Background: an optimization exercise with open tools, aiming at small area. Do not read the settings as production practice.
For this run, only the layout was checked, not whether the RTL still works.
Power and IR drop assume default switching activity.

==> design/flow/design.v <==
module spec_rat #(
    parameter int NUM_SLOTS = 4,
    parameter int ARCH_REGS = 32,
    parameter int ARCH_W    = 5,
    parameter int PHYS_W    = 7
) (
    input  logic                             clock,
    input  logic                             reset_n,
    input  logic [NUM_SLOTS-1:0][ARCH_W-1:0] rs1_i,
    input  logic [NUM_SLOTS-1:0][ARCH_W-1:0] rs2_i,
    input  logic [NUM_SLOTS-1:0][ARCH_W-1:0] rd_i,
    input  logic [NUM_SLOTS-1:0]             write_rd_i,
    input  logic [NUM_SLOTS-1:0][PHYS_W-1:0] prd_i,
    input  logic                             grant_i,
    output logic [NUM_SLOTS-1:0][PHYS_W-1:0] prs1_o,
    output logic [NUM_SLOTS-1:0][PHYS_W-1:0] prs2_o,
    output logic [NUM_SLOTS-1:0][PHYS_W-1:0] old_prd_o
);
    logic [ARCH_REGS-1:0][PHYS_W-1:0] rat_q;
    always_comb
    begin
        for (int s = 0; s < NUM_SLOTS; s++)
        begin
            prs1_o[s]    = rat_q[rs1_i[s]];
            prs2_o[s]    = rat_q[rs2_i[s]];
            old_prd_o[s] = rat_q[rd_i[s]];
        end
    end
    always_ff @(posedge clock or negedge reset_n)
    begin
        if (!reset_n)
        begin
            for (int i = 0; i < ARCH_REGS; i++)
            begin
                rat_q[i] <= i;
            end
        end
        else if (grant_i)
        begin
            for (int s = 0; s < NUM_SLOTS; s++)
            begin
                if (write_rd_i[s])
                begin
                    rat_q[rd_i[s]] <= prd_i[s];
                end
            end
        end
    end
endmodule
module free_list #(
    parameter int NUM_SLOTS  = 4,
    parameter int PHYS_W     = 7,
    parameter int FREE_DEPTH = 48,
    parameter int FIRST_FREE = 32
) (
    input  logic                             clock,
    input  logic                             reset_n,
    input  logic                             bundle_valid_i,
    input  logic [NUM_SLOTS-1:0]             write_rd_i,
    input  logic [NUM_SLOTS-1:0][PHYS_W-1:0] retire_free_i,
    input  logic [NUM_SLOTS-1:0]             retire_free_vld_i,
    input  logic                             ready_i,
    output logic                             rename_stall_o,
    output logic [NUM_SLOTS-1:0][PHYS_W-1:0] prd_o,
    output logic                             grant_o
);
    localparam int PTR_W  = $clog2(FREE_DEPTH);
    localparam int CNT_W  = $clog2(FREE_DEPTH + 1);
    localparam int STEP_W = $clog2(NUM_SLOTS + 1);
    logic [FREE_DEPTH-1:0][PHYS_W-1:0] fifo_q;
    logic [PTR_W-1:0]                  head_q;
    logic [PTR_W-1:0]                  tail_q;
    logic [CNT_W-1:0]                  count_q;
    logic [STEP_W-1:0]                 need_cnt;
    logic [STEP_W-1:0]                 rel_cnt;
    logic [NUM_SLOTS-1:0][PTR_W-1:0]   rel_idx;
    logic                              short_cnt;
    function automatic logic [PTR_W-1:0] wrap_add(input logic [PTR_W-1:0] base,
                                                  input logic [STEP_W-1:0] step);
        logic [PTR_W:0] sum;
        logic [PTR_W:0] ext;
        ext = '0;
        ext[STEP_W-1:0] = step;
        sum = {1'b0, base} + ext;
        if (sum >= FREE_DEPTH)
        begin
            sum = sum - FREE_DEPTH;
        end
        wrap_add = sum[PTR_W-1:0];
    endfunction
    always_comb
    begin
        need_cnt = '0;
        for (int s = 0; s < NUM_SLOTS; s++)
        begin
            prd_o[s] = fifo_q[wrap_add(head_q, need_cnt)];
            if (write_rd_i[s])
            begin
                need_cnt = need_cnt + 1'b1;
            end
        end
    end
    assign short_cnt      = count_q < need_cnt;
    assign rename_stall_o = bundle_valid_i && short_cnt;
    assign grant_o        = bundle_valid_i && ready_i && !short_cnt;
    always_comb
    begin
        rel_cnt = '0;
        for (int s = 0; s < NUM_SLOTS; s++)
        begin
            rel_idx[s] = wrap_add(tail_q, rel_cnt);
            if (retire_free_vld_i[s])
            begin
                rel_cnt = rel_cnt + 1'b1;
            end
        end
    end
    always_ff @(posedge clock or negedge reset_n)
    begin
        if (!reset_n)
        begin
            for (int i = 0; i < FREE_DEPTH; i++)
            begin
                fifo_q[i] <= FIRST_FREE + i;
            end
            head_q  <= '0;
            tail_q  <= '0;
            count_q <= FREE_DEPTH;
        end
        else
        begin
            for (int s = 0; s < NUM_SLOTS; s++)
            begin
                if (retire_free_vld_i[s])
                begin
                    fifo_q[rel_idx[s]] <= retire_free_i[s];
                end
            end
            if (grant_o)
            begin
                head_q <= wrap_add(head_q, need_cnt);
            end
            tail_q  <= wrap_add(tail_q, rel_cnt);
            count_q <= count_q + rel_cnt - (grant_o ? need_cnt : '0);
        end
    end
endmodule
module dep_check #(
    parameter int NUM_SLOTS = 4,
    parameter int ARCH_W    = 5
) (
    input  logic [NUM_SLOTS-1:0][ARCH_W-1:0] rs1_i,
    input  logic [NUM_SLOTS-1:0][ARCH_W-1:0] rs2_i,
    input  logic [NUM_SLOTS-1:0][ARCH_W-1:0] rd_i,
    input  logic [NUM_SLOTS-1:0]             write_rd_i,
    output logic [NUM_SLOTS-1:0][1:0]        rs1_sel_o,
    output logic [NUM_SLOTS-1:0][1:0]        rs2_sel_o,
    output logic [NUM_SLOTS-1:0][1:0]        rd_sel_o
);
    localparam logic [1:0] SEL_RAT = 2'd0;
    function automatic logic [1:0] find_sel(input int slot, input logic [ARCH_W-1:0] areg);
        logic [1:0] sel;
        sel = SEL_RAT;
        for (int k = 0; k < NUM_SLOTS - 1; k++)
        begin
            if (k < slot && write_rd_i[k] && rd_i[k] == areg)
            begin
                sel = k + 1;
            end
        end
        find_sel = sel;
    endfunction
    always_comb
    begin
        for (int s = 0; s < NUM_SLOTS; s++)
        begin
            rs1_sel_o[s] = find_sel(s, rs1_i[s]);
            rs2_sel_o[s] = find_sel(s, rs2_i[s]);
            rd_sel_o[s]  = find_sel(s, rd_i[s]);
        end
    end
endmodule
module bundle_override #(
    parameter int NUM_SLOTS = 4,
    parameter int PHYS_W    = 7
) (
    input  logic                             clock,
    input  logic                             reset_n,
    input  logic                             pipe_stall_i,
    input  logic                             grant_i,
    input  logic [NUM_SLOTS-1:0][PHYS_W-1:0] prs1_i,
    input  logic [NUM_SLOTS-1:0][PHYS_W-1:0] prs2_i,
    input  logic [NUM_SLOTS-1:0][PHYS_W-1:0] old_prd_i,
    input  logic [NUM_SLOTS-1:0][PHYS_W-1:0] prd_i,
    input  logic [NUM_SLOTS-1:0][1:0]        rs1_sel_i,
    input  logic [NUM_SLOTS-1:0][1:0]        rs2_sel_i,
    input  logic [NUM_SLOTS-1:0][1:0]        rd_sel_i,
    output logic                             ready_o,
    output logic                             out_valid_o,
    output logic [NUM_SLOTS-1:0][PHYS_W-1:0] prs1_o,
    output logic [NUM_SLOTS-1:0][PHYS_W-1:0] prs2_o,
    output logic [NUM_SLOTS-1:0][PHYS_W-1:0] prd_o,
    output logic [NUM_SLOTS-1:0][PHYS_W-1:0] old_prd_o
);
    logic                             valid_q;
    logic [NUM_SLOTS-1:0][PHYS_W-1:0] prs1_q;
    logic [NUM_SLOTS-1:0][PHYS_W-1:0] prs2_q;
    logic [NUM_SLOTS-1:0][PHYS_W-1:0] old_prd_q;
    logic [NUM_SLOTS-1:0][PHYS_W-1:0] prd_q;
    logic [NUM_SLOTS-1:0][1:0]        rs1_sel_q;
    logic [NUM_SLOTS-1:0][1:0]        rs2_sel_q;
    logic [NUM_SLOTS-1:0][1:0]        rd_sel_q;
    function automatic logic [PHYS_W-1:0] pick(input logic [1:0] sel,
                                               input logic [PHYS_W-1:0] rat_val);
        logic [PHYS_W-1:0] val;
        case (sel)
            2'd1:    val = prd_q[0];
            2'd2:    val = prd_q[1];
            2'd3:    val = prd_q[2];
            default: val = rat_val;
        endcase
        pick = val;
    endfunction
    assign ready_o = !pipe_stall_i;
    always_ff @(posedge clock or negedge reset_n)
    begin
        if (!reset_n)
            valid_q <= 1'b0;
        else if (ready_o)
            valid_q <= grant_i;
    end
    always_ff @(posedge clock)
    begin
        if (grant_i)
        begin
            prs1_q    <= prs1_i;
            prs2_q    <= prs2_i;
            old_prd_q <= old_prd_i;
            prd_q     <= prd_i;
            rs1_sel_q <= rs1_sel_i;
            rs2_sel_q <= rs2_sel_i;
            rd_sel_q  <= rd_sel_i;
        end
    end
    assign out_valid_o = valid_q;
    always_comb
    begin
        for (int s = 0; s < NUM_SLOTS; s++)
        begin
            prs1_o[s]    = pick(rs1_sel_q[s], prs1_q[s]);
            prs2_o[s]    = pick(rs2_sel_q[s], prs2_q[s]);
            old_prd_o[s] = pick(rd_sel_q[s], old_prd_q[s]);
            prd_o[s]     = prd_q[s];
        end
    end
endmodule
module rename_top #(
    parameter int NUM_SLOTS  = 4,
    parameter int ARCH_REGS  = 32,
    parameter int PHYS_REGS  = 80,
    parameter int ARCH_W     = 5,
    parameter int PHYS_W     = 7,
    parameter int FREE_DEPTH = PHYS_REGS - ARCH_REGS,
    parameter int FIRST_FREE = ARCH_REGS
) (
    input  logic                        clock,
    input  logic                        reset_n,
    input  logic                        bundle_valid_i,
    input  logic [NUM_SLOTS*ARCH_W-1:0] rs1_i,
    input  logic [NUM_SLOTS*ARCH_W-1:0] rs2_i,
    input  logic [NUM_SLOTS*ARCH_W-1:0] rd_i,
    input  logic [NUM_SLOTS-1:0]        write_rd_i,
    input  logic                        pipe_stall_i,
    input  logic [NUM_SLOTS*PHYS_W-1:0] retire_free_i,
    input  logic [NUM_SLOTS-1:0]        retire_free_vld_i,
    output logic                        rename_stall_o,
    output logic                        out_valid_o,
    output logic [NUM_SLOTS*PHYS_W-1:0] prs1_o,
    output logic [NUM_SLOTS*PHYS_W-1:0] prs2_o,
    output logic [NUM_SLOTS*PHYS_W-1:0] prd_o,
    output logic [NUM_SLOTS*PHYS_W-1:0] old_prd_o
);
    logic [NUM_SLOTS-1:0][PHYS_W-1:0] s0_prs1;
    logic [NUM_SLOTS-1:0][PHYS_W-1:0] s0_prs2;
    logic [NUM_SLOTS-1:0][PHYS_W-1:0] s0_old_prd;
    logic [NUM_SLOTS-1:0][PHYS_W-1:0] s0_prd;
    logic                             s0_grant;
    logic [NUM_SLOTS-1:0][1:0]        s0_rs1_sel;
    logic [NUM_SLOTS-1:0][1:0]        s0_rs2_sel;
    logic [NUM_SLOTS-1:0][1:0]        s0_rd_sel;
    logic                             s1_ready;
    spec_rat #(
        .NUM_SLOTS (NUM_SLOTS),
        .ARCH_REGS (ARCH_REGS),
        .ARCH_W    (ARCH_W),
        .PHYS_W    (PHYS_W)
    ) u_spec_rat (
        .clock      (clock),
        .reset_n    (reset_n),
        .rs1_i      (rs1_i),
        .rs2_i      (rs2_i),
        .rd_i       (rd_i),
        .write_rd_i (write_rd_i),
        .prd_i      (s0_prd),
        .grant_i    (s0_grant),
        .prs1_o     (s0_prs1),
        .prs2_o     (s0_prs2),
        .old_prd_o  (s0_old_prd)
    );
    free_list #(
        .NUM_SLOTS  (NUM_SLOTS),
        .PHYS_W     (PHYS_W),
        .FREE_DEPTH (FREE_DEPTH),
        .FIRST_FREE (FIRST_FREE)
    ) u_free_list (
        .clock             (clock),
        .reset_n           (reset_n),
        .bundle_valid_i    (bundle_valid_i),
        .write_rd_i        (write_rd_i),
        .retire_free_i     (retire_free_i),
        .retire_free_vld_i (retire_free_vld_i),
        .ready_i           (s1_ready),
        .rename_stall_o    (rename_stall_o),
        .prd_o             (s0_prd),
        .grant_o           (s0_grant)
    );
    dep_check #(
        .NUM_SLOTS (NUM_SLOTS),
        .ARCH_W    (ARCH_W)
    ) u_dep_check (
        .rs1_i      (rs1_i),
        .rs2_i      (rs2_i),
        .rd_i       (rd_i),
        .write_rd_i (write_rd_i),
        .rs1_sel_o  (s0_rs1_sel),
        .rs2_sel_o  (s0_rs2_sel),
        .rd_sel_o   (s0_rd_sel)
    );
    bundle_override #(
        .NUM_SLOTS (NUM_SLOTS),
        .PHYS_W    (PHYS_W)
    ) u_bundle_override (
        .clock        (clock),
        .reset_n      (reset_n),
        .pipe_stall_i (pipe_stall_i),
        .grant_i      (s0_grant),
        .prs1_i       (s0_prs1),
        .prs2_i       (s0_prs2),
        .old_prd_i    (s0_old_prd),
        .prd_i        (s0_prd),
        .rs1_sel_i    (s0_rs1_sel),
        .rs2_sel_i    (s0_rs2_sel),
        .rd_sel_i     (s0_rd_sel),
        .ready_o      (s1_ready),
        .out_valid_o  (out_valid_o),
        .prs1_o       (prs1_o),
        .prs2_o       (prs2_o),
        .prd_o        (prd_o),
        .old_prd_o    (old_prd_o)
    );
endmodule
==> design/flow/run.sh <==
#!/bin/bash
# synth_recipe.tcl (not shown) runs the flow's synth.tcl, then flattens the netlist and writes it again
# the make line also repeats each setting of config.mk as NAME=value (left out here)
make -C /OpenROAD-flow-scripts/flow DESIGN_CONFIG=/design/flow/config.mk WORK_HOME=/design/flow/orfs CLKGATE_MAP_FILE= SYNTH_SCRIPT=/design/flow/synth_recipe.tcl finish
==> design/flow/config.mk <==
export PLATFORM = sky130hd
export DESIGN_NAME = rename_top
export DESIGN_NICKNAME = rename_top
export VERILOG_FILES = /design/flow/design.v
export SDC_FILE = /design/flow/constraint.sdc
export NUM_CORES = 4
export LEC_CHECK = 0
export CAP_MARGIN = 20
export CORE_MARGIN = 2
export CORE_UTILIZATION = 30
export PLACE_DENSITY = 0.5
export SLEW_MARGIN = 20
==> design/flow/constraint.sdc <==
create_clock -name core_clock -period 7.0 [get_ports {clock}]
set_input_delay 1.4000 -clock core_clock [delete_from_list [all_inputs] [get_ports {clock}]]
set_output_delay 1.4000 -clock core_clock [all_outputs]
set_load 0.01 [all_outputs]
==> impl_metrics.py <==
metrics = {
    "sta": {
        "max_slew_margin": 0.09680,
        "fin_hold_ws_ns": 0.4911,
        "timing.fmax_mhz": 150.8,
        "finalHoldViolations": 0,
        "rsz0062_at_grt": "false",
        "fin_skew_ns": 0.06114,
        "period_share": 0.9471,
        "fin_ws_ns": 0.3706,
        "finalSetupViolCount": 0,
        "setup_tns_ns": 0,
        "layout_min_cycle_time_ns": 6.629,
        "slew_viol_final": 0,
        "tightest_slew_ns": 1.355,
    },
    "finish": {
        "n_fill_cell": 27750,
        "final-seq-area_sq_mm": 0.01861,
        "multi_input_area_sq_mm": 0.06095,
        "utilization": 0.3414,
        "drive_above_1_share": 0.3264,
        "syn_to_final_growth_pct": 13.03,
        "nets": 7995,
    },
    "clocking": {
        "cts_hold_buf": 0,
        "tritoncts": "yes",
        "clk_pin_slew_ns": 0.06,
        "clockRootBuffer": "clkbuf_16",
        "htreeDepth": 3,
        "numCtsBuffers": 99,
        "clock_latency_ns": 0.79,
        "clock-sinks": 706,
        "clockBufferDepth": 3,
        "post_cts_resized": 0,
        "postCtsSetupBuffers": 0,
    },
    "pwr": {
        "p_int_uw": 25300,
        "power.density_mw_per_mm2": 628.2,
        "p_sw_frac": 0.5741,
        "p_seq_frac": 0.225,
        "ir_worst_vdd_mv": 0.6343,
        "finalPower_uw": 59410,
        "clkPwrFrac": 0.092,
        "power_frac_comb": 0.683,
        "p_leak_uw": 0.03126,
        "p_switching_uw": 34110,
    },
    "logic_synthesis": {
        "synth_fp_nets": 8175,
        "synthArstFlopShare": 0.8201,
        "seq_area_frac_synth": 0.2224,
        "ys_top_cells_by_area": "mux4_2, dfrtp_1, dfstp_2",
        "ys_warn_count": 4,
        "synth_common_cells": "mux4_2, nand2_1, clkbuf_1, nor2_1, a21oi_1",
        "netlist_instances": 7990,
        "synth_top_area_share": 0.3255,
        "yosys_most_used_dff": "dfrtp_1",
        "yosys.area.top_type": "mux4_2",
        "synth_edf_count": 127,
        "yosysMostFrequentCell": "mux4_2",
        "postSynthAreaPerCell_sq_um": 10.47,
        "ys_ff_latch": 706,
        "ys_types": 130,
        "syn-cell-area_sq_mm": 0.08366,
    },
    "drt": {
        "viasPerCell": 7.451,
        "first_iter_violations": 15590,
        "drt_wl_total_microns": 532600,
        "vias": 86700,
        "drc_errors": 0,
        "wl_per_cell_microns": 45.77,
        "ant_nets": 0,
        "first_pass_iters": 9,
    },
    "critical_path": {
        "cp_cell_sequence": "clkdlybuf4s50_1, buf_4, ha_1, inv_1, mux2i_1, ha_1, mux2_2, inv_1, ha_1, o21a_1, o21ai_1, and3_1, and2_1, clkdlybuf4s50_1",
        "max_stage_delay_ns": 0.87,
        "crit_family": "buffers and inverters",
        "path_max_fanout": 7,
        "arrival_ns": 5.23,
        "critPathKind": "in2out",
        "crit_required_ns": 5.60,
        "cp-start-kind": "input port",
        "end_kind": "primary output",
        "cpMostUsedCell": "ha_1",
        "crit_slowest_cell": "clkdlybuf4s50_1",
        "critPathBufInv": 5,
    },
    "global_route": {
        "overflow": 0,
        "track_usage": 0.3636,
        "grt_pass1_vias": 81910,
        "grt_antenna_before_repair": 53,
        "grt_max_degree": 141,
        "grt_first_pass_wirelength_microns": 722800,
    },
    "floorplan": {
        "coreArea_sq_mm": 0.2770,
        "dieArea_sq_mm": 0.2831,
        "start_util": 0.3020,
        "placementRows": 193,
        "die_w_microns": 532.1,
        "num_io_pins": 214,
        "die_h_microns": 532.1,
    },
    "placed_design": {
        "dpl.hpwl_microns": 386400,
        "dpl_worst_slack_ns": 0.07078,
        "port_buffers": 213,
        "gp_congestion": 1.083,
    },
    "job": {
        "maxCapViolCount": 0,
    },
    "run_status": {
        "status": "finished clean",
    },
    "hold_path": {
        "hp-class": "reg2reg",
    },
}
-- layout make-up --
cell class,count,share of cell area
Antenna cell,35,0.0009262
Clock buffer,141,0.03022
Clock inverter,46,0.005028
Inverter,92,0.003758
Multi-Input combinational cell,6166,0.6445
Sequential cell,706,0.1968
Tap cell,3705,0.04902
Timing Repair Buffer,745,0.06973
-- power groups by stage --
stage | Clock (uW) | Combinational, uW | Sequential, uW
finish | 5460 | 40600 | 13300
global route | 5610 | 41000 | 13000
CTS | 5470 | 38900 | 12500
detailed placement | 0 | 38800 | 12600
global placement | 0 | 38500 | 12400
floorplan | 0 | 23300 | 7870
-- cell usage in the layout, fill, tap and decap left out, drive strengths merged, types with 164 or more instances in the layout --
cell type     n
o221ai      182
dfstp       242
nor2        602
mux2i       268
a22oi       361
o22ai       174
dfrtp       337
mux4       1209
a21oi       399
o21ai       243
buf         582
nand2       762
nor3        164
mux2        192
-- layer usage --
layer,wire length (microns),vias up,global-route usage,part of all wire
li1,-,32100,-,-
met1,181500,43990,0.4355,0.34
met2,219800,8528,0.5216,0.41
met3,75660,2043,0.1311,0.14
met4,55380,34,0.2976,0.10
met5,256,-,0,0.00048
-- worst register-to-register path, stage by stage, from the launching register on --
cell	delay, ns
dfrtp_1	0.97
nand3_1	0.47
o21a_1	0.35
nor2_1	0.35
inv_1	0.12
ha_1	0.23
nor2_1	0.31
and3_1	0.24
a21o_1	0.14
mux2_2	0.38
and4_1	0.59
nand3_1	0.61
o21ai_0	0.44
o22ai_1	0.14
-- cells by family after synthesis --
kind of cell	Yosys count	synth area share
xor gates and xnor gates	162	0.01756
DFF	706	0.2224
buffers and inverters	1118	0.05595
and+or+nand+nor	1998	0.1088
AOI/OAI and AO/OA	2252	0.1984
muxes	1669	0.3834
adders and majority gates	85	0.01352
-- path summary, 6_finish.rpt --
check | slack, ns | cells after the start | start | endpoint
worst min register to register | 0.49 | 2 | u_bundle_override.valid_q$_DFFE_PN0N_ | u_bundle_override.valid_q$_DFFE_PN0N_
min in group asynchronous | 0.66 | 1 | reset_n | u_free_list.fifo_q[8]$_DFF_PN0_
worst max register to register | 1.51 | 13 | u_free_list.tail_q[2]$_DFF_PN0_ | u_free_list.fifo_q[299]$_DFF_PN0_
max in group asynchronous | 4.78 | 2 | reset_n | u_free_list.head_q[0]$_DFFE_PN0P_
worst max-delay path | 0.37 | 14 | write_rd_i[1] | rename_stall_o
worst min-delay path | 0.49 | 2 | u_bundle_override.valid_q$_DFFE_PN0N_ | u_bundle_override.valid_q$_DFFE_PN0N_
-- state kept, by name, indices dropped and copies added (netlist names) --
register / flops
u_free_list.fifo_q: 336
u_bundle_override.valid_q: 1
u_bundle_override.rs1_sel_q: 5
u_spec_rat.rat_q: 224
u_bundle_override.prd_q: 28
u_bundle_override.rs2_sel_q: 5
u_bundle_override.prs2_q: 28
u_free_list.head_q: 6
u_bundle_override.old_prd_q: 28
u_free_list.count_q: 6
u_bundle_override.prs1_q: 28
u_bundle_override.rd_sel_q: 5
u_free_list.tail_q: 6
-- stage by stage --
stage                     instance area, sq um  cells
after floorplan                          83670   7990
after global placement                   91100  11410
after detailed placement                 91130  11410
after CTS                                94460  11600
after global routing                     94520  11620
final                                    94570  11640

## port drivers added, routing unchanged
No port has a modelled driver above. Below, the same layout with a new extraction and two added sets of constraints.
Step 1, drivers: a clkbuf_16 drives clock and a buf_2 each remaining input, both assumed.
Step 2 moves the port delays by t, midway between the first and last clock arrival at a register: inputs arrive t later, outputs are due t later. That takes back most of the time a late clock gives input paths.
Three values: ideal, step 1, step 2; two values: the first two.
shift t [ns]: 0.853
slack for setup (ns): 0.371 / 0.331 / -0.098
hold WS [ns]: 0.491 / 0.491 / 0.491
With both steps, setup timing fails in this run, where it was met with ideal ports. The setup slack of this run moves by -0.040 ns with the drivers and by -0.469 ns with both steps.
